This is an optimization exercise on Yosys and OpenROAD, whose aim is small area, not a production implementation.
In this exercise RTL edits were held to simulation tests only and were not proved equivalent to the original.
In every run shown here, the design's own scripts or RTL, not TritonCTS, make the clock network.
The clock port is modelled as an ideal driver, which makes a skipped or thinned clock tree look cheaper than it is; a real chip needs a root buffer or a tree.
Power figures rest on the tool's default switching activity, not on a simulated workload.

==> design/flow/design.v <==
`timescale 1ns/1ps
module analogizer_fa (
	input  logic i_a,
	input  logic i_b,
	input  logic i_c,
	output logic o_s,
	output logic o_c
);
	assign o_s = i_a ^ i_b ^ i_c;
	assign o_c = (i_a & i_b) | (i_a & i_c) | (i_b & i_c);
endmodule
module analogizer_ha (
	input  logic i_a,
	input  logic i_b,
	output logic o_s,
	output logic o_c
);
	assign o_s = i_a ^ i_b;
	assign o_c = i_a & i_b;
endmodule
module ypbpr_converter (
	input  logic [8:0] i_an,  
	input  logic [8:0] i_bn,  
	input  logic [7:0] i_g,
	output logic [5:0] o_y,
	output logic [5:0] o_pb_n,
	output logic [5:0] o_pr
);
	logic [8:0] n_i_an;
	assign n_i_an = ~i_an;
	logic [8:0] n_i_bn;
	assign n_i_bn = ~i_bn;
	logic [7:0] n_i_g;
	assign n_i_g = ~i_g;
	logic ys0, yc0;
	analogizer_fa u_y0 (.i_a(n_i_an[1]), .i_b(i_bn[1]), .i_c(i_bn[0]), .o_s(ys0), .o_c(yc0));
	logic ys1, yc1;
	analogizer_fa u_y1 (.i_a(n_i_an[2]), .i_b(n_i_an[0]), .i_c(i_bn[2]), .o_s(ys1), .o_c(yc1));
	logic ys2, yc2;
	analogizer_fa u_y2 (.i_a(n_i_an[3]), .i_b(n_i_an[1]), .i_c(n_i_an[0]), .o_s(ys2), .o_c(yc2));
	logic ys3, yc3;
	analogizer_fa u_y3 (.i_a(n_i_an[4]), .i_b(n_i_an[2]), .i_c(n_i_an[1]), .o_s(ys3), .o_c(yc3));
	logic ys4, yc4;
	analogizer_fa u_y4 (.i_a(n_i_an[5]), .i_b(n_i_an[3]), .i_c(n_i_an[2]), .o_s(ys4), .o_c(yc4));
	logic ys5, yc5;
	analogizer_fa u_y5 (.i_a(i_bn[4]), .i_b(n_i_bn[0]), .i_c(n_i_bn[5]), .o_s(ys5), .o_c(yc5));
	logic ys6, yc6;
	analogizer_fa u_y6 (.i_a(n_i_an[6]), .i_b(n_i_an[4]), .i_c(n_i_an[3]), .o_s(ys6), .o_c(yc6));
	logic ys7, yc7;
	analogizer_fa u_y7 (.i_a(n_i_an[0]), .i_b(i_bn[6]), .i_c(i_bn[5]), .o_s(ys7), .o_c(yc7));
	logic ys8, yc8;
	analogizer_fa u_y8 (.i_a(n_i_an[7]), .i_b(n_i_an[5]), .i_c(n_i_an[4]), .o_s(ys8), .o_c(yc8));
	logic ys9, yc9;
	analogizer_fa u_y9 (.i_a(n_i_an[1]), .i_b(i_bn[7]), .i_c(i_bn[6]), .o_s(ys9), .o_c(yc9));
	logic ys10, yc10;
	analogizer_fa u_y10 (.i_a(i_g[0]), .i_b(n_i_an[8]), .i_c(n_i_an[6]), .o_s(ys10), .o_c(yc10));
	logic ys11, yc11;
	analogizer_fa u_y11 (.i_a(n_i_an[5]), .i_b(n_i_an[2]), .i_c(i_bn[8]), .o_s(ys11), .o_c(yc11));
	logic ys12, yc12;
	analogizer_fa u_y12 (.i_a(i_g[1]), .i_b(n_i_an[7]), .i_c(n_i_an[6]), .o_s(ys12), .o_c(yc12));
	logic ys13, yc13;
	analogizer_fa u_y13 (.i_a(n_i_an[3]), .i_b(i_bn[8]), .i_c(n_i_bn[4]), .o_s(ys13), .o_c(yc13));
	logic ys14, yc14;
	analogizer_fa u_y14 (.i_a(i_g[2]), .i_b(n_i_an[8]), .i_c(n_i_an[7]), .o_s(ys14), .o_c(yc14));
	logic ys15, yc15;
	analogizer_fa u_y15 (.i_a(i_g[3]), .i_b(n_i_an[8]), .i_c(n_i_an[5]), .o_s(ys15), .o_c(yc15));
	logic ys16, yc16;
	analogizer_fa u_y16 (.i_a(n_i_an[6]), .i_b(n_i_bn[7]), .i_c(n_i_g[4]), .o_s(ys16), .o_c(yc16));
	logic ys17, yc17;
	analogizer_fa u_y17 (.i_a(i_g[5]), .i_b(n_i_an[7]), .i_c(n_i_bn[8]), .o_s(ys17), .o_c(yc17));
	logic ys18, yc18;
	analogizer_fa u_y18 (.i_a(yc0), .i_b(ys1), .i_c(i_bn[1]), .o_s(ys18), .o_c(yc18));
	logic ys19, yc19;
	analogizer_fa u_y19 (.i_a(yc1), .i_b(ys2), .i_c(i_bn[3]), .o_s(ys19), .o_c(yc19));
	logic ys20, yc20;
	analogizer_fa u_y20 (.i_a(yc2), .i_b(ys3), .i_c(i_bn[4]), .o_s(ys20), .o_c(yc20));
	logic ys21, yc21;
	analogizer_fa u_y21 (.i_a(yc3), .i_b(ys4), .i_c(ys5), .o_s(ys21), .o_c(yc21));
	logic ys22, yc22;
	analogizer_fa u_y22 (.i_a(yc4), .i_b(yc5), .i_c(ys6), .o_s(ys22), .o_c(yc22));
	logic ys23, yc23;
	analogizer_fa u_y23 (.i_a(ys7), .i_b(n_i_bn[1]), .i_c(i_bn[5]), .o_s(ys23), .o_c(yc23));
	logic ys24, yc24;
	analogizer_fa u_y24 (.i_a(yc6), .i_b(yc7), .i_c(ys8), .o_s(ys24), .o_c(yc24));
	logic ys25, yc25;
	analogizer_fa u_y25 (.i_a(yc8), .i_b(yc9), .i_c(ys10), .o_s(ys25), .o_c(yc25));
	logic ys26, yc26;
	analogizer_fa u_y26 (.i_a(ys11), .i_b(i_bn[7]), .i_c(n_i_bn[3]), .o_s(ys26), .o_c(yc26));
	logic ys27, yc27;
	analogizer_fa u_y27 (.i_a(yc10), .i_b(yc11), .i_c(ys12), .o_s(ys27), .o_c(yc27));
	logic ys28, yc28;
	analogizer_fa u_y28 (.i_a(yc12), .i_b(yc13), .i_c(ys14), .o_s(ys28), .o_c(yc28));
	logic ys29, yc29;
	analogizer_fa u_y29 (.i_a(yc14), .i_b(ys15), .i_c(n_i_bn[6]), .o_s(ys29), .o_c(yc29));
	logic ys30, yc30;
	analogizer_fa u_y30 (.i_a(yc16), .i_b(ys17), .i_c(i_g[4]), .o_s(ys30), .o_c(yc30));
	logic ys31, yc31;
	analogizer_fa u_y31 (.i_a(yc17), .i_b(i_g[6]), .i_c(n_i_an[8]), .o_s(ys31), .o_c(yc31));
	logic ys32, yc32;
	analogizer_fa u_y32 (.i_a(yc18), .i_b(ys19), .i_c(i_bn[2]), .o_s(ys32), .o_c(yc32));
	logic ys33, yc33;
	analogizer_fa u_y33 (.i_a(yc19), .i_b(ys20), .i_c(i_bn[3]), .o_s(ys33), .o_c(yc33));
	logic ys34, yc34;
	analogizer_fa u_y34 (.i_a(yc21), .i_b(ys22), .i_c(ys23), .o_s(ys34), .o_c(yc34));
	logic ys35, yc35;
	analogizer_fa u_y35 (.i_a(yc22), .i_b(yc23), .i_c(ys24), .o_s(ys35), .o_c(yc35));
	logic ys36, yc36;
	analogizer_fa u_y36 (.i_a(yc24), .i_b(ys25), .i_c(ys26), .o_s(ys36), .o_c(yc36));
	logic ys37, yc37;
	analogizer_fa u_y37 (.i_a(yc25), .i_b(yc26), .i_c(ys27), .o_s(ys37), .o_c(yc37));
	logic ys38, yc38;
	analogizer_fa u_y38 (.i_a(yc27), .i_b(ys28), .i_c(n_i_an[4]), .o_s(ys38), .o_c(yc38));
	logic ys39, yc39;
	analogizer_fa u_y39 (.i_a(yc29), .i_b(yc15), .i_c(ys16), .o_s(ys39), .o_c(yc39));
	logic ys40, yc40;
	analogizer_fa u_y40 (.i_a(yc33), .i_b(yc20), .i_c(ys21), .o_s(ys40), .o_c(yc40));
	logic ys41, yc41;
	analogizer_fa u_y41 (.i_a(yc34), .i_b(ys35), .i_c(ys9), .o_s(ys41), .o_c(yc41));
	logic ys42, yc42;
	analogizer_fa u_y42 (.i_a(yc36), .i_b(ys37), .i_c(ys13), .o_s(ys42), .o_c(yc42));
	logic ys43, yc43;
	analogizer_fa u_y43 (.i_a(yc37), .i_b(ys38), .i_c(n_i_bn[5]), .o_s(ys43), .o_c(yc43));
	logic ys44, yc44;
	analogizer_fa u_y44 (.i_a(yc38), .i_b(yc28), .i_c(ys29), .o_s(ys44), .o_c(yc44));
	logic ys45, yc45;
	analogizer_fa u_y45 (.i_a(yc41), .i_b(yc35), .i_c(ys36), .o_s(ys45), .o_c(yc45));
	wire y0 = n_i_an[0] & i_bn[0];
	wire y1 = ys0 & y0;
	wire y2 = ys18 & y1;
	wire y3 = ys32 & y2;
	wire y4 = (yc32 & ys33) | (yc32 & y3) | (ys33 & y3);
	wire y5 = ys40 & y4;
	wire y6 = (yc40 & ys34) | (yc40 & y5) | (ys34 & y5);
	wire y7 = (ys41 & n_i_bn[2]) | (ys41 & y6) | (n_i_bn[2] & y6);
	wire y8 = ys45 & y7;
	wire y9 = (yc45 & ys42) | (yc45 & y8) | (ys42 & y8);
	logic ys46, yc46;
	analogizer_fa u_y46 (.i_a(yc42), .i_b(ys43), .i_c(y9), .o_s(ys46), .o_c(yc46));
	logic ys47, yc47;
	analogizer_fa u_y47 (.i_a(yc43), .i_b(ys44), .i_c(yc46), .o_s(ys47), .o_c(yc47));
	logic ys48, yc48;
	analogizer_fa u_y48 (.i_a(yc44), .i_b(ys39), .i_c(yc47), .o_s(ys48), .o_c(yc48));
	logic ys49, yc49;
	analogizer_fa u_y49 (.i_a(yc39), .i_b(ys30), .i_c(yc48), .o_s(ys49), .o_c(yc49));
	logic ys50, yc50;
	analogizer_fa u_y50 (.i_a(yc30), .i_b(ys31), .i_c(yc49), .o_s(ys50), .o_c(yc50));
	logic ys51, yc51;
	analogizer_fa u_y51 (.i_a(yc31), .i_b(n_i_g[7]), .i_c(yc50), .o_s(ys51), .o_c(yc51));
	assign o_y = {ys51, ys50, ys49, ys48, ys47, ys46};
	logic pbs0, pbc0;
	analogizer_fa u_pb0 (.i_a(i_an[3]), .i_b(n_i_an[1]), .i_c(n_i_an[0]), .o_s(pbs0), .o_c(pbc0));
	logic pbs1, pbc1;
	analogizer_fa u_pb1 (.i_a(i_an[4]), .i_b(n_i_an[2]), .i_c(n_i_an[1]), .o_s(pbs1), .o_c(pbc1));
	logic pbs2, pbc2;
	analogizer_fa u_pb2 (.i_a(i_an[5]), .i_b(n_i_an[3]), .i_c(n_i_an[2]), .o_s(pbs2), .o_c(pbc2));
	logic pbs3, pbc3;
	analogizer_fa u_pb3 (.i_a(i_an[6]), .i_b(n_i_an[4]), .i_c(n_i_an[3]), .o_s(pbs3), .o_c(pbc3));
	logic pbs4, pbc4;
	analogizer_fa u_pb4 (.i_a(i_bn[0]), .i_b(i_an[7]), .i_c(n_i_an[5]), .o_s(pbs4), .o_c(pbc4));
	logic pbs5, pbc5;
	analogizer_fa u_pb5 (.i_a(i_bn[1]), .i_b(n_i_an[6]), .i_c(n_i_an[5]), .o_s(pbs5), .o_c(pbc5));
	logic pbs6, pbc6;
	analogizer_fa u_pb6 (.i_a(i_bn[2]), .i_b(n_i_an[7]), .i_c(n_i_an[6]), .o_s(pbs6), .o_c(pbc6));
	logic pbs7, pbc7;
	analogizer_fa u_pb7 (.i_a(i_bn[3]), .i_b(n_i_an[8]), .i_c(n_i_an[7]), .o_s(pbs7), .o_c(pbc7));
	logic pbs8, pbc8;
	analogizer_fa u_pb8 (.i_a(i_bn[4]), .i_b(n_i_an[8]), .i_c(n_i_an[6]), .o_s(pbs8), .o_c(pbc8));
	logic pbs9, pbc9;
	analogizer_fa u_pb9 (.i_a(i_bn[6]), .i_b(n_i_an[8]), .i_c(i_bn[5]), .o_s(pbs9), .o_c(pbc9));
	logic pbs10, pbc10;
	analogizer_fa u_pb10 (.i_a(pbc1), .i_b(pbs2), .i_c(n_i_an[0]), .o_s(pbs10), .o_c(pbc10));
	logic pbs11, pbc11;
	analogizer_fa u_pb11 (.i_a(pbc2), .i_b(pbs3), .i_c(n_i_an[1]), .o_s(pbs11), .o_c(pbc11));
	logic pbs12, pbc12;
	analogizer_fa u_pb12 (.i_a(pbc3), .i_b(pbs4), .i_c(n_i_an[4]), .o_s(pbs12), .o_c(pbc12));
	logic pbs13, pbc13;
	analogizer_fa u_pb13 (.i_a(pbc4), .i_b(pbs5), .i_c(n_i_an[3]), .o_s(pbs13), .o_c(pbc13));
	logic pbs14, pbc14;
	analogizer_fa u_pb14 (.i_a(pbc5), .i_b(pbs6), .i_c(n_i_an[4]), .o_s(pbs14), .o_c(pbc14));
	logic pbs15, pbc15;
	analogizer_fa u_pb15 (.i_a(pbc6), .i_b(pbs7), .i_c(n_i_an[5]), .o_s(pbs15), .o_c(pbc15));
	logic pbs16, pbc16;
	analogizer_fa u_pb16 (.i_a(pbc8), .i_b(n_i_an[7]), .i_c(n_i_bn[5]), .o_s(pbs16), .o_c(pbc16));
	logic pbs17, pbc17;
	analogizer_fa u_pb17 (.i_a(pbc11), .i_b(pbs12), .i_c(n_i_an[2]), .o_s(pbs17), .o_c(pbc17));
	logic pbs18, pbc18;
	analogizer_fa u_pb18 (.i_a(pbc12), .i_b(pbs13), .i_c(n_i_an[8]), .o_s(pbs18), .o_c(pbc18));
	logic pbs19, pbc19;
	analogizer_fa u_pb19 (.i_a(pbc13), .i_b(pbs14), .i_c(n_i_an[8]), .o_s(pbs19), .o_c(pbc19));
	logic pbs20, pbc20;
	analogizer_fa u_pb20 (.i_a(pbc14), .i_b(pbs15), .i_c(i_an[8]), .o_s(pbs20), .o_c(pbc20));
	logic pbs21, pbc21;
	analogizer_fa u_pb21 (.i_a(pbc15), .i_b(pbc7), .i_c(pbs8), .o_s(pbs21), .o_c(pbc21));
	wire pb0 = i_an[2] & n_i_an[0];
	wire pb1 = pbs0 & pb0;
	wire pb2 = (pbc0 & pbs1) | (pbc0 & pb1) | (pbs1 & pb1);
	wire pb3 = pbs10 & pb2;
	wire pb4 = (pbc10 & pbs11) | (pbc10 & pb3) | (pbs11 & pb3);
	wire pb5 = pbs17 & pb4;
	wire pb6 = (pbc17 & pbs18) | (pbc17 & pb5) | (pbs18 & pb5);
	wire pb7 = (pbc18 & pbs19) | (pbc18 & pb6) | (pbs19 & pb6);
	logic pbs22, pbc22;
	analogizer_fa u_pb22 (.i_a(pbc19), .i_b(pbs20), .i_c(pb7), .o_s(pbs22), .o_c(pbc22));
	logic pbs23, pbc23;
	analogizer_fa u_pb23 (.i_a(pbc20), .i_b(pbs21), .i_c(pbc22), .o_s(pbs23), .o_c(pbc23));
	logic pbs24, pbc24;
	analogizer_fa u_pb24 (.i_a(pbc21), .i_b(pbs16), .i_c(pbc23), .o_s(pbs24), .o_c(pbc24));
	logic pbs25, pbc25;
	analogizer_fa u_pb25 (.i_a(pbc16), .i_b(pbs9), .i_c(pbc24), .o_s(pbs25), .o_c(pbc25));
	logic pbs26, pbc26;
	analogizer_fa u_pb26 (.i_a(pbc9), .i_b(n_i_bn[7]), .i_c(pbc25), .o_s(pbs26), .o_c(pbc26));
	logic pbs27, pbc27;
	analogizer_fa u_pb27 (.i_a(i_bn[8]), .i_b(n_i_bn[7]), .i_c(pbc26), .o_s(pbs27), .o_c(pbc27));
	assign o_pb_n = {pbs27, pbs26, pbs25, pbs24, pbs23, pbs22};
	logic prs0, prc0;
	analogizer_fa u_pr0 (.i_a(i_bn[4]), .i_b(i_bn[2]), .i_c(i_bn[0]), .o_s(prs0), .o_c(prc0));
	logic prs1, prc1;
	analogizer_fa u_pr1 (.i_a(i_bn[5]), .i_b(i_bn[3]), .i_c(i_bn[1]), .o_s(prs1), .o_c(prc1));
	logic prs2, prc2;
	analogizer_fa u_pr2 (.i_a(i_bn[6]), .i_b(i_bn[4]), .i_c(i_bn[2]), .o_s(prs2), .o_c(prc2));
	logic prs3, prc3;
	analogizer_fa u_pr3 (.i_a(n_i_an[0]), .i_b(i_bn[7]), .i_c(i_bn[5]), .o_s(prs3), .o_c(prc3));
	logic prs4, prc4;
	analogizer_fa u_pr4 (.i_a(i_bn[8]), .i_b(i_bn[6]), .i_c(i_bn[4]), .o_s(prs4), .o_c(prc4));
	logic prs5, prc5;
	analogizer_fa u_pr5 (.i_a(i_bn[7]), .i_b(i_bn[5]), .i_c(n_i_an[1]), .o_s(prs5), .o_c(prc5));
	logic prs6, prc6;
	analogizer_fa u_pr6 (.i_a(n_i_an[3]), .i_b(i_bn[8]), .i_c(i_bn[6]), .o_s(prs6), .o_c(prc6));
	logic prs7, prc7;
	analogizer_fa u_pr7 (.i_a(n_i_an[5]), .i_b(i_bn[8]), .i_c(n_i_an[4]), .o_s(prs7), .o_c(prc7));
	logic prs8, prc8;
	analogizer_fa u_pr8 (.i_a(prc2), .i_b(prs3), .i_c(i_bn[3]), .o_s(prs8), .o_c(prc8));
	logic prs9, prc9;
	analogizer_fa u_pr9 (.i_a(prc3), .i_b(prs4), .i_c(i_an[1]), .o_s(prs9), .o_c(prc9));
	logic prs10, prc10;
	analogizer_fa u_pr10 (.i_a(prc4), .i_b(prs5), .i_c(i_an[2]), .o_s(prs10), .o_c(prc10));
	logic prs11, prc11;
	analogizer_fa u_pr11 (.i_a(prc5), .i_b(prs6), .i_c(n_i_an[2]), .o_s(prs11), .o_c(prc11));
	logic prs12, prc12;
	analogizer_fa u_pr12 (.i_a(prc6), .i_b(i_bn[7]), .i_c(i_an[4]), .o_s(prs12), .o_c(prc12));
	wire pr0 = i_bn[2] & i_bn[0];
	wire pr1 = (i_bn[3] & i_bn[1]) | (i_bn[3] & pr0) | (i_bn[1] & pr0);
	wire pr2 = prs0 & pr1;
	wire pr3 = (prc0 & prs1) | (prc0 & pr2) | (prs1 & pr2);
	wire pr4 = (prc1 & prs2) | (prc1 & pr3) | (prs2 & pr3);
	wire pr5 = prs8 & pr4;
	wire pr6 = (prc8 & prs9) | (prc8 & pr5) | (prs9 & pr5);
	wire pr7 = (prc9 & prs10) | (prc9 & pr6) | (prs10 & pr6);
	logic prs13, prc13;
	analogizer_fa u_pr13 (.i_a(prc10), .i_b(prs11), .i_c(pr7), .o_s(prs13), .o_c(prc13));
	logic prs14, prc14;
	analogizer_fa u_pr14 (.i_a(prc11), .i_b(prs12), .i_c(prc13), .o_s(prs14), .o_c(prc14));
	logic prs15, prc15;
	analogizer_fa u_pr15 (.i_a(prc12), .i_b(prs7), .i_c(prc14), .o_s(prs15), .o_c(prc15));
	logic prs16, prc16;
	analogizer_fa u_pr16 (.i_a(prc7), .i_b(i_an[6]), .i_c(prc15), .o_s(prs16), .o_c(prc16));
	logic prs17, prc17;
	analogizer_fa u_pr17 (.i_a(n_i_an[6]), .i_b(i_an[7]), .i_c(prc16), .o_s(prs17), .o_c(prc17));
	logic prs18, prc18;
	analogizer_fa u_pr18 (.i_a(n_i_an[7]), .i_b(i_an[8]), .i_c(prc17), .o_s(prs18), .o_c(prc18));
	assign o_pr = {prs18, prs17, prs16, prs15, prs14, prs13};
endmodule
`timescale 1ns/1ps
module analogizer_top (
	input  logic       i_clk,
	input  logic       i_rst,
	input  logic       i_ena,
	input  logic [1:0] i_video_mode,
	input  logic [7:0] i_r,
	input  logic [7:0] i_g,
	input  logic [7:0] i_b,
	input  logic       i_hsync,
	input  logic       i_vsync,
	input  logic       i_csync,
	input  logic       i_blank_n,
	input  logic       i_ce_pix,
	input  logic       i_poll_req,
	input  logic [7:4] i_bank0_in,
	output logic       o_poll_ack,
	output logic       o_busy,
	output logic [15:0] o_p1_buttons,
	output logic [15:0] o_p2_buttons,
	output logic [7:0] o_bank1_out,
	output logic [7:0] o_bank2_out,
	output logic [7:0] o_bank3_out,
	output logic       o_bank1_dir,
	output logic       o_bank2_dir,
	output logic       o_bank3_dir
);
	logic m0, m2, m3, pass_rg;
	assign m0 = i_video_mode == 2'd0;
	assign m2 = i_video_mode == 2'd2;
	assign m3 = i_video_mode == 2'd3;
	assign pass_rg = i_blank_n && !m3;
	logic [7:0] s1_rn, s1_g, s1_bn;
	logic s1_m2, s1_vs, s1_pix;
	logic hs_lvl;
	assign hs_lvl = m0 ? i_csync : (m3 ? i_hsync : 1'b1);
	always_ff @(posedge i_clk) begin
		s1_rn[7:2] <= ~(pass_rg ? i_r[7:2] : 6'd0);
		s1_rn[1]   <= ~(m2 ? (i_blank_n && i_r[1]) : i_blank_n);
		s1_rn[0]   <= ~(m2 ? (i_blank_n && i_r[0]) : hs_lvl);
		s1_g   <= pass_rg ? i_g : 8'd0;
		s1_bn  <= ~(m3 ? 8'hff : (i_blank_n ? i_b : 8'd0));
		s1_m2  <= m2;
		s1_vs  <= m0 ? 1'b1 : (m3 ? i_vsync : i_csync);
		s1_pix <= i_ce_pix;
	end
	logic [8:0] a_n, b_n, a_cn, b_cn;
	assign b_cn[0] = 1'b1;
	analogizer_ha u_ha_a (.i_a(s1_rn[0]), .i_b(s1_g[0]), .o_s(a_n[0]), .o_c(a_cn[1]));
	analogizer_fa u_fa_b (.i_a(s1_bn[0]), .i_b(s1_g[0]), .i_c(b_cn[0]), .o_s(b_n[0]), .o_c(b_cn[1]));
	genvar gi;
	generate
		for (gi = 1; gi < 8; gi++) begin : g_sub_ripple
			analogizer_fa u_fa_a (.i_a(s1_rn[gi]), .i_b(s1_g[gi]), .i_c(a_cn[gi]), .o_s(a_n[gi]), .o_c(a_cn[gi + 1]));
			analogizer_fa u_fa_b (.i_a(s1_bn[gi]), .i_b(s1_g[gi]), .i_c(b_cn[gi]), .o_s(b_n[gi]), .o_c(b_cn[gi + 1]));
		end
	endgenerate
	assign a_n[8] = a_cn[8];
	assign b_n[8] = b_cn[8];
	logic [5:0] y6, pb6_n, pr6;
	ypbpr_converter u_ypbpr (
		.i_an(a_n), .i_bn(b_n), .i_g(s1_g),
		.o_y(y6), .o_pb_n(pb6_n), .o_pr(pr6)
	);
	logic m2_q_n;
	logic [5:0] r_pick_n, g_pick_n, b_pick_n;
	assign m2_q_n = !s1_m2;
	analogizer_pick_r u_pick_r (.i_sel_n(m2_q_n), .i_a(pr6), .i_sel_n2(m2_q_n), .i_b(s1_rn[7:2]), .o_y(r_pick_n));
	analogizer_pick_g u_pick_g (.i_sel(s1_m2), .i_sel_n(m2_q_n), .i_a(y6), .i_b(s1_g[7:2]), .o_y_n(g_pick_n));
	analogizer_pick_b u_pick_b (.i_sel(s1_m2), .i_sel_n(m2_q_n), .i_a(pb6_n), .i_b(s1_bn[7:2]), .o_y(b_pick_n));
	logic [5:0] s2_r_n, s2_g_n, s2_b_n;
	logic s2_hs_n, s2_vs, s2_bl_n, s2_pix;
	logic rst_q, rst_seen;
	always_ff @(posedge i_clk) begin
		s2_r_n <= r_pick_n;
		s2_g_n <= g_pick_n;
		s2_b_n <= b_pick_n;
		s2_hs_n <= !s1_m2 && s1_rn[0];
		s2_vs  <= s1_vs;
		s2_bl_n <= !s1_m2 && s1_rn[1];
		s2_pix <= s1_pix;
		rst_q    <= i_rst;
		rst_seen <= i_rst || rst_q;
	end
	logic [7:0] step;
	logic idle, done, busy, sample, snac_latch, snac_pad_clk;
	logic [32:0] ring;
	assign idle    = !step[7] && step[6] && !step[3];
	assign done    = !step[7] && !step[6];
	assign busy    = step[7] || (step[6] && step[3]);
	assign sample  = step[7] && (step[2:0] == 3'd3);
	assign snac_latch   = !step[7] && step[3];
	assign snac_pad_clk = step[7] && step[2];
	assign o_poll_ack   = done;
	assign o_busy       = busy;
	logic step_load;
	logic [8:0] step_c;
	logic [7:0] step_inc;
	assign step_load = i_rst || (done && !i_poll_req);
	assign step_c[0] = busy || (idle && i_poll_req);
	genvar si;
	generate
		for (si = 0; si < 8; si++) begin : g_step_inc
			analogizer_ha u_ha (.i_a(step[si]), .i_b(step_c[si]), .o_s(step_inc[si]), .o_c(step_c[si + 1]));
		end
	endgenerate
	always_ff @(posedge i_clk)
		step <= step_load ? 8'd119 : step_inc;
	always_ff @(posedge i_clk) begin
		ring <= {ring[31:4], sample ? ~i_bank0_in[5] : ring[3], ring[2:0],
			sample ? ~i_bank0_in[6] : ring[32]};
	end
	logic [15:0] word1, word2;
	always_comb begin
		for (int k = 0; k < 16; k++) begin
			word1[k] = ring[(123 - 8 * k) % 33];
			word2[k] = ring[(127 - 8 * k) % 33];
		end
	end
	logic take, hold;
	assign take = (&step) && !i_rst;
	assign hold = !(&step) && !i_rst;
	analogizer_word_reg u_p1 (.i_clk(i_clk), .i_take(take), .i_hold(hold), .i_d(word1), .o_q(o_p1_buttons));
	analogizer_word_reg u_p2 (.i_clk(i_clk), .i_take(take), .i_hold(hold), .i_d(word2), .o_q(o_p2_buttons));
	logic pins_on, pins_next, vid_on;
	assign pins_next = !i_rst && i_ena;
	assign vid_on    = pins_next && !rst_seen;
	logic [19:0] vid_gated;
	analogizer_gate_nor u_gate (.i_a({s2_r_n, s2_g_n, s2_b_n, s2_hs_n, s2_bl_n}), .i_off(!vid_on), .o_y(vid_gated));
	always_ff @(posedge i_clk) begin
		pins_on <= pins_next;
		o_bank3_out <= {vid_gated[19:14], vid_gated[1], pins_next & (rst_seen | s2_vs)};
		o_bank2_out <= {vid_gated[2], vid_gated[0], vid_gated[13:8]};
		o_bank1_out <= {snac_pad_clk & pins_next, snac_latch & pins_next, s2_pix & vid_on, vid_gated[7:3]};
	end
	assign o_bank1_dir = pins_on;
	assign o_bank2_dir = pins_on;
	assign o_bank3_dir = pins_on;
endmodule
module analogizer_word_reg (
	input  logic        i_clk,
	input  logic        i_take,
	input  logic        i_hold,
	input  logic [15:0] i_d,
	output logic [15:0] o_q
);
	always_ff @(posedge i_clk)
		o_q <= (i_d & {16{i_take}}) | (o_q & {16{i_hold}});
endmodule
module analogizer_pick_r (
	input  logic       i_sel_n,
	input  logic [5:0] i_a,
	input  logic       i_sel_n2,
	input  logic [5:0] i_b,
	output logic [5:0] o_y
);
	assign o_y = (~{6{i_sel_n}} & ~i_a) | ({6{i_sel_n2}} & i_b);
endmodule
module analogizer_pick_g (
	input  logic       i_sel,
	input  logic       i_sel_n,
	input  logic [5:0] i_a,
	input  logic [5:0] i_b,
	output logic [5:0] o_y_n
);
	assign o_y_n = ~(({6{i_sel_n}} | i_a) & ({6{i_sel}} | i_b));
endmodule
module analogizer_pick_b (
	input  logic       i_sel,
	input  logic       i_sel_n,
	input  logic [5:0] i_a,
	input  logic [5:0] i_b,
	output logic [5:0] o_y
);
	assign o_y = ({6{i_sel_n}} | i_a) & ({6{i_sel}} | i_b);
endmodule
module analogizer_gate_nor (
	input  logic [19:0] i_a,
	input  logic        i_off,
	output logic [19:0] o_y
);
	assign o_y = ~(i_a | {20{i_off}});
endmodule
==> design/flow/flow/run.sh <==
#!/bin/bash
# The standard layout, with the smallest buffer on every port and a clock
# tree built by hand (flow/manual_cts.tcl) in place of TritonCTS. Each tool's
# output is in the ORFS logs under orfs/logs; make's own output is in flow.log.
set -euo pipefail
export BUFFER_PORTS_ARGS="-buffer_cell sky130_fd_sc_hd__buf_1"
export PRE_CTS_TCL="$PWD/flow/manual_cts.tcl"
export CLK_TREE_N=7
export CLK_ROOT_BUF=sky130_fd_sc_hd__clkbuf_4
export CLK_TREE_BUF=sky130_fd_sc_hd__clkbuf_8
export POST_CTS_TCL="$PWD/flow/post_cts.tcl"
bash standard.sh > flow.log 2>&1
==> design/flow/flow/manual_cts.tcl <==
# Hand-built clock tree: the clock port drives a root buffer (CLK_ROOT_BUF), or
# with none the leaf buffers directly; CLK_TREE_N leaf buffers (CLK_TREE_BUF)
# each drive one balanced cluster of the clock sinks (recursive median
# bisection of the placed sinks). TritonCTS is then skipped.
set ntree [expr {[info exists ::env(CLK_TREE_N)] ? $::env(CLK_TREE_N) : 4}]
set bufname [expr {[info exists ::env(CLK_TREE_BUF)] ? $::env(CLK_TREE_BUF) : "sky130_fd_sc_hd__clkbuf_16"}]

set block [ord::get_db_block]
set db [ord::get_db]
set clk [$block findNet i_clk]
set master [$db findMaster $bufname]

set sinks {}
foreach it [$clk getITerms] {
  set inst [$it getInst]
  set loc [$inst getLocation]
  lappend sinks [list [lindex $loc 0] [lindex $loc 1] $it]
}
puts "manual clock tree: [llength $sinks] sinks, $ntree x $bufname"

proc split_sinks { items n axis } {
  if { $n <= 1 } { return [list $items] }
  set sorted [lsort -integer -index $axis $items]
  set n1 [expr {$n / 2}]
  set k [expr {([llength $sorted] * $n1) / $n}]
  set a [lrange $sorted 0 [expr {$k - 1}]]
  set b [lrange $sorted $k end]
  set next [expr {1 - $axis}]
  return [concat [split_sinks $a $n1 $next] [split_sinks $b [expr {$n - $n1}] $next]]
}

set clusters [split_sinks $sinks $ntree 0]
set src $clk
if { [info exists ::env(CLK_ROOT_BUF)] && $::env(CLK_ROOT_BUF) != "" } {
  set root [odb::dbInst_create $block [$db findMaster $::env(CLK_ROOT_BUF)] "clkbuf_manual_root"]
  set src [odb::dbNet_create $block "clknet_manual_root"]
  $src setSigType CLOCK
  [$root findITerm A] connect $clk
  [$root findITerm X] connect $src
  set sx 0; set sy 0
  foreach s $sinks { incr sx [lindex $s 0]; incr sy [lindex $s 1] }
  $root setLocation [expr {$sx / [llength $sinks]}] [expr {$sy / [llength $sinks]}]
  $root setPlacementStatus PLACED
  puts "  root buffer $::env(CLK_ROOT_BUF)"
}
set i 0
foreach cl $clusters {
  set sx 0; set sy 0
  foreach s $cl { incr sx [lindex $s 0]; incr sy [lindex $s 1] }
  set cx [expr {$sx / [llength $cl]}]
  set cy [expr {$sy / [llength $cl]}]
  set buf [odb::dbInst_create $block $master "clkbuf_manual_$i"]
  set net [odb::dbNet_create $block "clknet_manual_$i"]
  $net setSigType CLOCK
  [$buf findITerm A] connect $src
  [$buf findITerm X] connect $net
  foreach s $cl {
    set it [lindex $s 2]
    $it disconnect
    $it connect $net
  }
  $buf setLocation $cx $cy
  $buf setPlacementStatus PLACED
  puts "  cluster $i: [llength $cl] sinks, buffer at $cx $cy"
  incr i
}

set_propagated_clock [all_clocks]

proc clock_tree_synthesis { args } {
  puts "clock_tree_synthesis skipped: the clock tree was built by hand"
}
==> design/flow/flow/post_cts.tcl <==
# Downsize cells on paths with timing slack to spare, then legalize again
repair_timing -recover_power 100
detailed_placement
check_placement -verbose
==> design/flow/standard.sh <==
#!/bin/bash
# synth_recipe.tcl (not shown) runs the flow's synth.tcl, then flattens the netlist and writes it again
# the make line also repeats each setting of config.mk as NAME=value (left out here)
make -C /OpenROAD-flow-scripts/flow DESIGN_CONFIG=/design/flow/config.mk WORK_HOME=/design/flow/orfs CLKGATE_MAP_FILE= SYNTH_SCRIPT=/design/flow/synth_recipe.tcl "${@:-finish}"
==> design/flow/config.mk <==
export PLATFORM = sky130hd
export DESIGN_NAME = analogizer_top
export DESIGN_NICKNAME = analogizer_top
export VERILOG_FILES = /design/flow/design.v
export SDC_FILE = /design/flow/constraint.sdc
export NUM_CORES = 4
export LEC_CHECK = 0
export CAP_MARGIN = 20
export CORE_MARGIN = 2
export CORE_UTILIZATION = 60
export SLEW_MARGIN = 20
export SYNTH_HIERARCHICAL = 1
==> design/flow/constraint.sdc <==
create_clock -name core_clock -period 10.0 [get_ports {i_clk}]
set_input_delay 2.0000 -clock core_clock [delete_from_list [all_inputs] [get_ports {i_clk}]]
set_output_delay 2.0000 -clock core_clock [all_outputs]
set_load 0.01 [all_outputs]
==> results of run 1 <==
==> Yosys stat by module, one instance, submodules excluded, excerpt <==
module | cells | copies in the design | area (sq um) | flops+latches
analogizer_top | 192 | 1 | 2793 | 117
analogizer_word_reg | 36 | 2 | 505.5 | 16
analogizer_gate_nor | 22 | 1 | 97.59 | 0
analogizer_pick_r | 6 | 1 | 52.55 | 0
analogizer_pick_b | 6 | 1 | 53.80 | 0
analogizer_fa | 1 | 114 | 20.02 | 0
ypbpr_converter | 72 | 1 | 437.9 | 0
==> critical path, stage by stage (launching register included) <==
cell and delay (ns):
dfxtp_1 0.38, ha_1 0.23, fa_1 0.43, fa_1 0.40, fa_1 0.39, fa_1 0.39, fa_1 0.39, fa_1 0.39
fa_1 0.54, inv_1 0.13, clkbuf_1 0.54, fa_1 0.53, fa_1 0.51, fa_1 0.44, fa_1 0.53, o221ai_1 0.21
nand3_1 0.13, fa_1 0.40, fa_1 0.39, fa_1 0.40, fa_1 0.39, fa_1 0.40, fa_1 0.49, o22ai_1 0.07
==> sequential cells by signal (all words and copies together), names as in the netlist, 6 cells and up <==
register / flops
o_bank1_out: 8
o_bank2_out: 8
o_bank3_out: 8
ring: 33
s1_bn: 8
s1_g: 8
s1_rn: 8
s2_b_n: 6
s2_g_n: 6
s2_r_n: 6
step: 8
u_p1.o_q: 16
u_p2.o_q: 16
==> kinds of logic after synthesis <==
kind of cell	Yosys count	synth area share (%)
flops	149	43.37
mux	3	0.4366
compound gates	84	9.533
other cells	1	0.05452
simple gates	79	6.076
fa+ha+maj	124	34.98
buf+inv	59	5.548
==> cell type report <==
type / instances / area (sq um)
sequential: 149 / 2983
timing repair buffer: 103 / 401.6
inverter: 25 / 93.84
buffer: 8 / 103.9
tap: 143 / 178.9
fill: 903 / 4045
multi-input combinational: 291 / 3515
==> power breakdown <==
group | switching (W) | total (W) | internal, W
clock | 0.000161 | 0.000229 | 0.0000683
combinational | 0.000708 | 0.00135 | 0.000642
sequential | 0.0000358 | 0.000694 | 0.000658
total | 0.000904 | 0.00227 | 0.00137
==> metal layers <==
| metal | track usage (%) | routed length, microns |
|---|---|---|
| met5 | 0 | 0 |
| met1 | 35.01 | 6157 |
| met2 | 34.72 | 5885 |
| met3 | 2.406 | 762 |
| met4 | 2.551 | 167 |
==> worst max-delay path by stage <==
stage           endpoint  cells past startpoint
5_1_grt        s2_g_n[5]                     23
2_1_floorplan  s2_g_n[5]                     26
6_report       s2_g_n[5]                     23
3_3_place_gp   s2_g_n[5]                     25
3_5_place_dp   s2_g_n[5]                     25
==> placed cells by master (no fill, tap or decap), types with 4 or more instances in the layout <==
cell type,n
o2bb2ai_1,6
buf_1,94
nand2_1,13
o22ai_1,6
o21ai_0,5
nor2_1,24
and2_1,6
clkbuf_1,5
or3_1,6
o22a_1,5
inv_1,25
dfxtp_1,149
ha_1,9
a22o_1,32
clkbuf_8,7
nor3b_1,5
buf_4,4
and2_0,4
a21oi_1,13
fa_1,114
==> stage by stage <==
| step | util, % | setup slack (ns) |
|---|---|---|
| 2_1_floorplan | - | 0.9792 |
| 3_3_place_gp | 63.45 | 0.9528 |
| 3_5_place_dp | 63.45 | 0.8538 |
| 5_1_grt | 64.27 | 0.3400 |
| 6_report | 64.27 | 0.7593 |
==> results.txt, run 1 <==
- The flow ran to the end and the layout has no timing, DRC or antenna violations.
- Via count of the routed design: 3835
- I/O Pins: 100
* Highest ir drop seen on vdd: 0.2530 mV
- Max Fclk: 108.2 MHz
- Avg Vias per Cell: 5.334
- After synthesis, the cell types taking the most area are dfxtp_1 (43%), fa_1 (33%), a22o_1 (4.1%).
* Antenna Violating Nets Remaining: 0
- Yosys Warn Count: 8
- Among all flip-flop cells after synthesis, the most frequent one is dfxtp_1.
* Setup repair after global routing missed its margin: no
- The via count of the first global-routing pass was 4231.
- Number of flops mapped to enable cells by yosys: 0
- Once the floorplan was initialized, standard cells occupied 60.75% of the core.
* Row count: 39
* Setup TNS: 0 ns
- I/O Buffers: 97
- A synthesized cell averages 13.78 sq um.
- The worst hold path begins at s1_vs.
- The die is 111.1 microns tall.
- After detailed routing, the total wire length is 12970 microns.
- The worst hold path belongs to the class reg2reg.
* Minimum setup slack among reg-to-reg paths: 0.76 ns
- Post-layout nets: 740
* Total power per unit cell area: 312.3 nW/um^2
- Most common cell in the synthesized netlist: dfxtp_1
- Hold violation count in the final report: 0
- In this run the biggest area consumer among cell types represents 43.37% of the synthesized area.
- For this run, design rule violations remaining after detail routing come to 0.
* Setup clock skew after layout: 0.009838 ns
* Commonest cells in the netlist: dfxtp_1 (149), fa_1 (114), a22o_1 (32)
* Insertion delay of the later-clocked pin in the worst-skew pair: 0.45 ns
* Reg2reg path depth: 23
* Post-route worst hold slack: 0.3440 ns
- The core region is 11320 sq um.
- Leftover overflow at the end of global routing: 0
- Non-filler cells, final: 719
- Largest fanout on the critical path: 7
- Part of the Yosys area used for sequential elements: 43.37%
* Kind of capture point of the worst setup path: register
- Tcrit/Tclk final: 92.41%
* CP arrival: 9.56 ns
- After legalization and detailed placement, the total HPWL measured 10100 microns.
- Including well taps, the total number of placed cells is 711.
- The synthesized design contains 149 register bits.
- The worst setup path is launched from a register.
* Max cap viols: 0
- Worst setup path startpoint: s1_g[0]
* Number of slew-limit violations in the final report: 0
- Post-layout minimum cycle time: 9.241 ns
* Startpoint of the lowest-slack register-to-register path: s1_g[0]
* Destination of the worst hold path: s2_vs
- After the first detailed-routing iteration, the DRC count stood at 267.
- At the end of routability-driven placement, the weighted congestion stood at 0.8541.
- Cell accounting for the most synthesized area: dfxtp_1
- The first global-routing pass estimated 21800 microns of wire.
* Area of the die: 12340 sq um
- Number of cells on the worst hold path: 0
- The cell area that synthesis handed to floorplanning was 6878 sq um.
- Share of async-settable or async-resettable flops after synthesis: 0%
- Share of layout cells above drive strength 1: 3.646%
- Post-route design area: 7276 sq um
* Clock-pin slew on the worst setup and hold paths: 0.12 ns
- The number of antenna violations at the first check in global routing came to 0.
- Leakage dissipation: 2.887 nW
- STA puts the critical path data required time at 10.32 ns.
* Number of setup violations in the final report: 0
- Pin count of the biggest net entering global routing: 33
- Post-synthesis cell type count: 49
* Placement Cell Area: 7183 sq um
* Capture point of the worst reg-to-reg path: s2_g_n[5]
- Slew @ Worst Pin: 0.8188 ns
* Final Total Pwr: 0.002272 W
* Layout overhead on the synthesized area: 5.785%
- Setup CP Type: reg2reg
- Die Span X: 111.1 microns
- Post-synth net total: 661
- Synthesized instance count: 499
* Number of diodes: 0
* Total routing usage reported by global routing: 22.10%
- Max-slew headroom at the worst pin: 45.42%
- For this run, the detailed router's first-pass iteration total came to 4.
- After detailed routing, the average wire length per cell comes to 18.04 microns.
==> run 2: changes to the inputs <==
--- a/design/flow/flow/run.sh
+++ b/design/flow/flow/run.sh
@@ -5,7 +5,7 @@
 set -euo pipefail
 export BUFFER_PORTS_ARGS="-buffer_cell sky130_fd_sc_hd__buf_1"
 export PRE_CTS_TCL="$PWD/flow/manual_cts.tcl"
-export CLK_TREE_N=7
+export CLK_TREE_N=8
 export CLK_ROOT_BUF=sky130_fd_sc_hd__clkbuf_4
 export CLK_TREE_BUF=sky130_fd_sc_hd__clkbuf_8
 export POST_CTS_TCL="$PWD/flow/post_cts.tcl"
==> results.txt, run 2 <==
* Yosys Warn Count: 8 (unchanged)
* Global routing usage on met2: 34.68% (-0.041 points)
* Setup clock skew after layout: 0.01541 ns (+0.005576 ns)
- By area the synthesized netlist is led by dfxtp_1 (43%), fa_1 (33%), a22o_1 (4.1%).
* Die Span X: 111.1 microns (unchanged)
* Dpl ws: 0.8538 ns (unchanged)
- Slew @ Worst Pin: 0.7280 ns (-0.09073 ns)
* Hold crit path type: reg2reg
- The final wirelength was 12910 microns (-0.45%).
* Highest ir drop seen on vdd: 0.2515 mV (-0.61%)
* Setup TNS: 0 ns (unchanged)
* GRT Max-Usage Layer: met1
- The slowest stage of the critical path belongs to the cell fa_1.
- Sum of net half-perimeters after detailed placement: 10100 microns (unchanged)
- Number of setup violations in the final report: 0 (unchanged)
- The overall fraction of global-route tracks in use came to 22.04% (-0.057 points).
- In the synthesized netlist, the cells that appear most often are dfxtp_1 (149), fa_1 (114), a22o_1 (32).
- Routed wire per std cell: 17.91 microns (-0.73%)
- The synthesized area was 6878 sq um (unchanged).
* Core area: 11320 sq um (unchanged)
* Antenna violations before repair: 0 (unchanged)
- The minimum period implied by the final worst setup slack was 9.239 ns (-0.002182 ns).
- The final weighted congestion in routability-driven placement is 0.8541 (unchanged).
* Max-slew headroom at the worst pin: 51.41% (+6.0 points)
* Run status: timing/DRC/antenna clean
- Setup repair after global routing missed its margin: no
- The latest clock arrival within the worst-skew pair came to 0.48 ns (+0.03 ns).
- The die extent in y is 111.1 microns (unchanged).
- Cell accounting for the most synthesized area: dfxtp_1
- The worst setup margin came to 0.7615 ns (+0.002182 ns).
- The starting utilization of the core area is 60.75% (unchanged).
* Tcrit/Tclk final: 92.39% (about the same)
* Number of slew-limit violations in the final report: 0 (unchanged)
- The flip-flop count of the largest register, all copies and words added is 33 (unchanged).
- The overflow left after global routing is 0 (unchanged).
- The global-route wire length before repair is 21690 microns (-0.54%).
* Number of diodes: 0 (unchanged)
- Most common cell in the synthesized netlist: dfxtp_1
* 1st-pass router iterations: 4 (unchanged)
- The post-route antenna net violation count was 0 (unchanged).
* Drt drc: 0 (unchanged)
- Pin count of the biggest net entering global routing: 33 (unchanged)
- Violation count after the first detailed-routing iteration: 227 (-15%)
* Max cap viols: 0 (unchanged)
- The critical path goes through ha_1, fa_1, fa_1, fa_1, fa_1, fa_1, fa_1, fa_1, inv_1, clkbuf_1, fa_1, fa_1, fa_1, fa_1, o221ai_1, nand3_1, fa_1, fa_1, fa_1, fa_1, fa_1, fa_1, o22ai_1.
* Kind of capture point of the worst setup path: register
- The worst-path maximum fanout came to 7 (unchanged).
- The count of input and output buffers came to 97 (unchanged).
- Area of the die: 12340 sq um (unchanged)
- Setup CP Type: reg2reg
- Post-layout nets: 742 (+0.27%)
- Largest registers: ring (33), u_p1.o_q (16), u_p2.o_q (16)
* Top FF cell, synth: dfxtp_1
- Clock-pin slew on the worst setup and hold paths: 0.11 ns (about the same)
* Avg Vias per Cell: 5.355 (+0.40%)
- Post-synth top area share: 43.37% (unchanged)
- The required time reported for the critical path endpoint was 10.33 ns (about the same).
- The sequential area share after synthesis was 43.37% (unchanged).
- The maximum single-stage delay on the critical path was 0.54 ns (about the same).
- I/O Pins: 100 (unchanged)
- The power per cell area is 312.2 nW/um^2 (about the same).
- The total via count in the routed design came to 3861 (+0.68%).
* Share of layout cells above drive strength 1: 3.979% (+0.33 points)
* Number of flops mapped to enable cells by yosys: 0 (unchanged)
- Cell with the most instances on the worst path: fa_1
- The final-layout fill cell count came to 893 (-1.1%).
* Hold violation count in the final report: 0 (unchanged)
* Row count: 39 (unchanged)
- The leakage power came to 2.902 nW (+0.51%).
- The number of synthesized register bits came to 149 (unchanged).
- Commonest non-fill, non-tap cells in the layout: dfxtp_1 (149), fa_1 (114), buf_1 (94)
- The number of nets in the synthesized netlist was 661 (unchanged).
- Most common library cell in the layout ignoring fill and taps: dfxtp_1
* Most flop-heavy register: ring
- Post-synthesis area per instance: 13.78 sq um (unchanged)
* Post-synthesis cell type count: 49 (unchanged)
- Core Util, Final: 64.52% (+0.25 points)
- The met1 usage was 34.79% (-0.21 points).
* Post-route design area: 7305 sq um (+0.40%)
* Synthesized instance count: 499 (unchanged)
* Placement Cell Area: 7183 sq um (unchanged)
* CP arrival: 9.57 ns (about the same)
- Share of async-settable or async-resettable flops after synthesis: 0% (unchanged)
- Layout overhead on the synthesized area: 6.203%
- The met3 global-route usage is 2.296% (-0.11 points).
- Via count of the first global-routing pass: 4239 (+0.19%)
- Max Fclk: 108.2 MHz (about the same)
- Launching element type of the critical path: register
run 2: cell type report:
type                            instances  area [sq um]  share of cell area [%]
Buffer                                  9         117.6                   1.610
Inverter                               25         93.84                   1.285
Multi-Input combinational cell        291          3515                   48.12
Sequential cell                       149          2983                   40.84
Tap cell                              143         178.9                   2.449
Timing Repair Buffer                  104         416.7                   5.704
run 2: logic make-up (layout without fill, tap and decap cells):
| logic type | after synthesis | after routing | share of synthesized area (%) |
|---|---|---|---|
| and+or+nand+nor | 79 | 79 | 6.076 |
| other | 1 | 1 | 0.05452 |
| AOI/OAI and AO/OA | 84 | 84 | 9.533 |
| adders and majority gates | 124 | 124 | 34.98 |
| muxes | 3 | 3 | 0.4366 |
| buffers and inverters | 59 | 138 | 5.548 |
| DFF | 149 | 149 | 43.37 |
run 2: final timing paths:
check | start | to | slack [ns] | depth (start not counted)
hold / removal | s1_vs | s2_vs | 0.33 | 0
setup / recovery | s1_g[0] | s2_g_n[5] | 0.76 | 23
setup reg to reg | s1_g[0] | s2_g_n[5] | 0.76 | 23
hold reg to reg | s1_vs | s2_vs | 0.33 | 0
run 2: routing by layer:
layer  routed length (microns)  up-vias  share of wire [%]
met4                       153        0                1.2
met3                       731       12                5.7
met5                         0        -                  0
met1                      6175     1940                 48
li1                          -     1799                  -
met2                      5854      110                 45
run 2: per-module statistics from Yosys, one instance, submodules excluded:
module               flops+latches  copies in the design  cells  cell area (sq um)
analogizer_pick_b                0                     1      6              53.80
analogizer_fa                    0                   114      1              20.02
analogizer_top                 117                     1    192               2793
analogizer_pick_r                0                     1      6              52.55
analogizer_word_reg             16                     2     36              505.5
analogizer_ha                    0                     9      1              12.51
analogizer_pick_g                0                     1      6              37.54
ypbpr_converter                  0                     1     72              437.9
analogizer_gate_nor              0                     1     22              97.59
run 2: per-stage QoR:
| stage | std cells | hold WS, ns | total power (W) |
|---|---|---|---|
| 2_1_floorplan | 499 | 0.3096 | 0.002181 |
| 3_3_place_gp | 711 | 0.3138 | 0.002033 |
| 3_5_place_dp | 711 | 0.3135 | 0.002079 |
| 5_1_grt | 721 | 0.3547 | 0.002555 |
| 6_report | 721 | 0.3334 | 0.002280 |
run 2: critical path: cells and delay by family, from the launching register on:
family | cells | cell delay [ns]
AO/OA/AOI/OAI | 2 | 0.27
AND/OR/NAND/NOR | 1 | 0.13
adder cells (fa/ha/maj) | 18 | 7.63
buffers and inverters | 2 | 0.66
flip-flops | 1 | 0.38
run 2: report_power, final:
group | total (W) | internal [W] | leakage [nW] | switching (W)
Clock | 0.000235 | 0.0000763 | 0.0621 | 0.000159
Sequential | 0.000693 | 0.000658 | 1.22 | 0.0000355
Combinational | 0.00135 | 0.000643 | 1.62 | 0.000709
==> run 3: changes to the inputs <==
--- a/design/flow/flow/run.sh
+++ b/design/flow/flow/run.sh
@@ -5,7 +5,7 @@
 set -euo pipefail
 export BUFFER_PORTS_ARGS="-buffer_cell sky130_fd_sc_hd__buf_1"
 export PRE_CTS_TCL="$PWD/flow/manual_cts.tcl"
-export CLK_TREE_N=8
+export CLK_TREE_N=7
 export CLK_ROOT_BUF=sky130_fd_sc_hd__clkbuf_4
 export CLK_TREE_BUF=sky130_fd_sc_hd__clkbuf_8
 export POST_CTS_TCL="$PWD/flow/post_cts.tcl"
--- a/design/flow/config.mk
+++ b/design/flow/config.mk
@@ -7,6 +7,6 @@
 export LEC_CHECK = 0
 export CAP_MARGIN = 20
 export CORE_MARGIN = 2
-export CORE_UTILIZATION = 60
+export CORE_UTILIZATION = 70
 export SLEW_MARGIN = 20
 export SYNTH_HIERARCHICAL = 1
==> results.txt, run 3 <==
- The average vias per placed instance was 5.468 (+2.1%).
- The total iterations of the first detailed-routing run is 5 (+1).
* Post-layout nets: 739 (-0.40%)
- The synthesized instance count was 499 (unchanged).
* Layout overhead on the synthesized area: 5.548%
- The overall fraction of global-route tracks in use is 25.55% (+3.5 points).
* Hold crit path type: reg2reg
- CP arrival: 9.66 ns (+0.09 ns)
* Leading cell types by total area after synthesis: dfxtp_1 (43%), fa_1 (33%), a22o_1 (4.1%)
- Share of async-settable or async-resettable flops after synthesis: 0% (unchanged)
- The final total negative setup slack is 0 ns (unchanged).
- First-pass GRT wire length: 20530 microns (-5.3%)
- The number of failing hold endpoints at the final stage came to 0 (unchanged).
- Core Util, Final: 75.31% (+11 points)
- The number of cells on the worst hold path is 0 (unchanged).
- Largest fanout on the critical path: 7 (unchanged)
- Setup CP Type: reg2reg
- Antenna Violating Nets Remaining: 0 (unchanged)
- Setup clock skew after layout: 0.008352 ns (-0.007062 ns)
- Max-slew headroom at the worst pin: 44.98% (-6.4 points)
- The width of the die was 103.1 microns (-7.1%).
* Tcrit/Tclk final: 93.31% (+0.93 points)
* Kind of capture point of the worst setup path: register
- The number of antenna violations at the first check in global routing came to 0 (unchanged).
- The minimum period implied by the final worst setup slack came to 9.331 ns (+0.09289 ns).
- Highest ir drop seen on vdd: 0.2692 mV (+7.0%)
- The die footprint was 10630 sq um (-14%).
- I/O Buffers: 97 (unchanged)
- Top FF cell, synth: dfxtp_1
* Post-synth net total: 661 (unchanged)
* Slew @ Worst Pin: 0.8253 ns (+0.09722 ns)
- For hold timing, the worst endpoint is s2_pix.
- Max cap viols: 0 (unchanged)
- Total standard cell area after synthesis: 6878 sq um (unchanged)
- Via count of the first global-routing pass: 4045 (-4.6%)
- Leaving out fill and tap cells, the most frequent cell in the layout is dfxtp_1.
- The maximum number of pins on one net before global-route repair is 33 (unchanged).
* Total of flip-flops plus latches after synthesis: 149 (unchanged)
* Launching element type of the critical path: register
- The number of ports placed on the die boundary came to 100 (unchanged).
- The sequential area share after synthesis is 43.37% (unchanged).
- The number of max-slew violations in the final report came to 0 (unchanged).
- The register with the most flip-flops in the final layout is ring.
* Insertion delay of the later-clocked pin in the worst-skew pair: 0.46 ns (-0.02 ns)
- Number of setup violations in the final report: 0 (unchanged)
* Via count of the routed design: 3871 (+0.26%)
* Startpoint of the lowest-slack register-to-register path: s1_g[0]
- In the post-synthesis netlist, the cell with the most instances is dfxtp_1.
- In the final layout, the registers with the most flip-flops are ring (33), u_p1.o_q (16), u_p2.o_q (16).
- Largest register FFs: 33 (unchanged)
- Leakage dissipation: 2.884 nW (-0.62%)
* Violation count after the first detailed-routing iteration: 159 (-30%)
* Core area: 9639 sq um (-15%)
- The die extent in y is 103.1 microns (-7.1%).
- The routed wire length per instance is 18.05 microns (+0.80%).
- Cell accounting for the most synthesized area: dfxtp_1
- The final weighted congestion in routability-driven placement is 0.9253 (+8.3%).
- Required time at the worst-slack endpoint: 10.32 ns (about the same)
* Sum of net half-perimeters after detailed placement: 10160 microns (+0.62%)
* Max Fclk: 107.2 MHz (-0.99%)
* Capture point of the worst reg-to-reg path: s2_g_n[5]
* Drt drc: 0 (unchanged)
* Commonest non-fill, non-tap cells in the layout: dfxtp_1 (149), fa_1 (114), buf_1 (94)
- Clock-pin slew on the worst setup and hold paths: 0.12 ns (about the same)
- The run finished with no timing, DRC or antenna violations.
- The proportion of netlist area held by the largest area contributor is 43.37% (unchanged).
- The mean post-synth cell area is 13.78 sq um (unchanged).
- Setup repair after global routing missed its margin: no
- Row count: 36 (-7.7%)
- The number of flops mapped to enable cells by yosys came to 0 (unchanged).
- The number of unique standard cell types used by synthesis is 49 (unchanged).
- Leftover overflow at the end of global routing: 0 (unchanged)
- After synthesis, the most frequently instantiated cells are dfxtp_1 (149), fa_1 (114), a22o_1 (32).
* Total power per unit cell area: 331.3 nW/um^2 (+6.1%)
- The antenna diode count was 0 (unchanged).
* Yosys Warn Count: 8 (unchanged)
- The startpoint identified for the worst hold timing path is s1_pix.
- Starting density of the core: 71.35% (+11 points)
- Wire length after detailed routing: 12780 microns (-1.0%)
- The fraction of final layout cells with drive strength greater than 1 came to 3.652% (-0.33 points).
- The depth of the worst register-to-register path is 23 (unchanged).
- Final Total Pwr: 0.002405 W (+5.5%)
- Minimum setup slack among reg-to-reg paths: 0.67 ns (-0.09 ns)
==> run 3: metrics by stage <==
stage          hold slack [ns]  worst slack (ns)  cells  instance area [sq um]
6_report                0.3407            0.6686    708                   7259
2_1_floorplan           0.3096            0.9792    499                   6878
3_5_place_dp            0.3150            0.7085    700                   7163
3_3_place_gp            0.3152            0.9096    700                   7163
5_1_grt                 0.3476            0.2725    708                   7259
==> run 3: kinds of logic after synthesis <==
kind of cell	after synthesis	share of synthesized area, %
and+or+nand+nor	79	6.076
buffers and inverters	59	5.548
AOI/OAI and AO/OA	84	9.533
adders and majority gates	124	34.98
DFF	149	43.37
other	1	0.05452
muxes	3	0.4366
==> run 3: cell type report <==
| class | instances | area (sq um) |
|---|---|---|
| sequential | 149 | 2983 |
| multi-input combinational | 291 | 3515 |
| fill | 695 | 2380 |
| tap | 133 | 166.4 |
| buffer | 8 | 103.9 |
| inverter | 25 | 93.84 |
| timing repair buffer | 102 | 397.9 |
==> run 3: report_power, final <==
| part | switching [W] | internal, W |
|---|---|---|
| combinational | 0.000802 | 0.000688 |
| clock | 0.000156 | 0.0000680 |
| sequential | 0.0000336 | 0.000658 |
==> run 3: worst max-delay path by stage <==
| stage | from | end | slack [ns] | cells past startpoint |
|---|---|---|---|---|
| after floorplan | s1_g[0] | s2_g_n[5] | 0.98 | 26 |
| after detailed placement | s1_g[0] | s2_g_n[5] | 0.71 | 25 |
| after global routing | s1_g[0] | s2_g_n[5] | 0.27 | 23 |
| final | s1_g[0] | s2_g_n[5] | 0.67 | 23 |
| after global placement | s1_g[0] | s2_g_n[5] | 0.91 | 25 |
==> run 3: critical path, cell delays in order, from the launching register on <==
cell and delay, ns:
dfxtp_1 0.38, ha_1 0.23, fa_1 0.40, fa_1 0.40, fa_1 0.38, fa_1 0.39
fa_1 0.39, fa_1 0.40, fa_1 0.54, inv_1 0.14, clkbuf_1 0.50, fa_1 0.53
fa_1 0.55, fa_1 0.45, fa_1 0.54, o221ai_1 0.22, nand3_1 0.15, fa_1 0.45
fa_1 0.42, fa_1 0.40, fa_1 0.39, fa_1 0.39, fa_1 0.49, o22ai_1 0.07
==> run 3: layer usage <==
metal  vias to the layer above  GRT usage (%)  wire, microns
met5                         -              0              0
met2                       123          40.36           5970
met3                        21          2.034            694
met4                         0          5.466            321
li1                       1794              -              -
met1                      1933          39.66           5796
==> run 3: modules after synthesis (local to each module, per instance) <==
module,area [sq um],copies in the design,flops+latches
analogizer_ha,12.51,9,0
analogizer_gate_nor,97.59,1,0
analogizer_pick_r,52.55,1,0
analogizer_pick_g,37.54,1,0
analogizer_fa,20.02,114,0
analogizer_word_reg,505.5,2,16
ypbpr_converter,437.9,1,0
analogizer_top,2793,1,117
analogizer_pick_b,53.80,1,0

port drivers added, routing unchanged:
No port has a modelled driver above. Below, the same layouts with a new extraction and two added sets of constraints.
Step 1, drivers: a clkbuf_16 drives i_clk and a buf_2 each remaining input, both assumed.
Step 2, shift: input delay + t, output delay - t, t = (earliest + latest rising clock arrival at the registers) / 2. This alone moves slack from input paths to output paths.
Three values: ideal, step 1, step 2; two values: the first two.
run | shift t [ns] | slack for setup (ns) | hold slack, ns | worst setup path at the end | latest minus earliest clock arrival (ns)
run 1 | 0.476 | 0.759 / 0.759 / 0.759 | 0.344 / 0.344 / 0.344 | register to register | 0.011 / 0.011
run 2 | 0.504 | 0.761 / 0.761 / 0.761 | 0.333 / 0.333 / 0.333 | register to register | 0.015 / 0.016
run 3 | 0.484 | 0.669 / 0.669 / 0.669 | 0.341 / 0.341 / 0.341 | register to register | 0.009 / 0.009
After both steps every run listed still meets setup and hold.
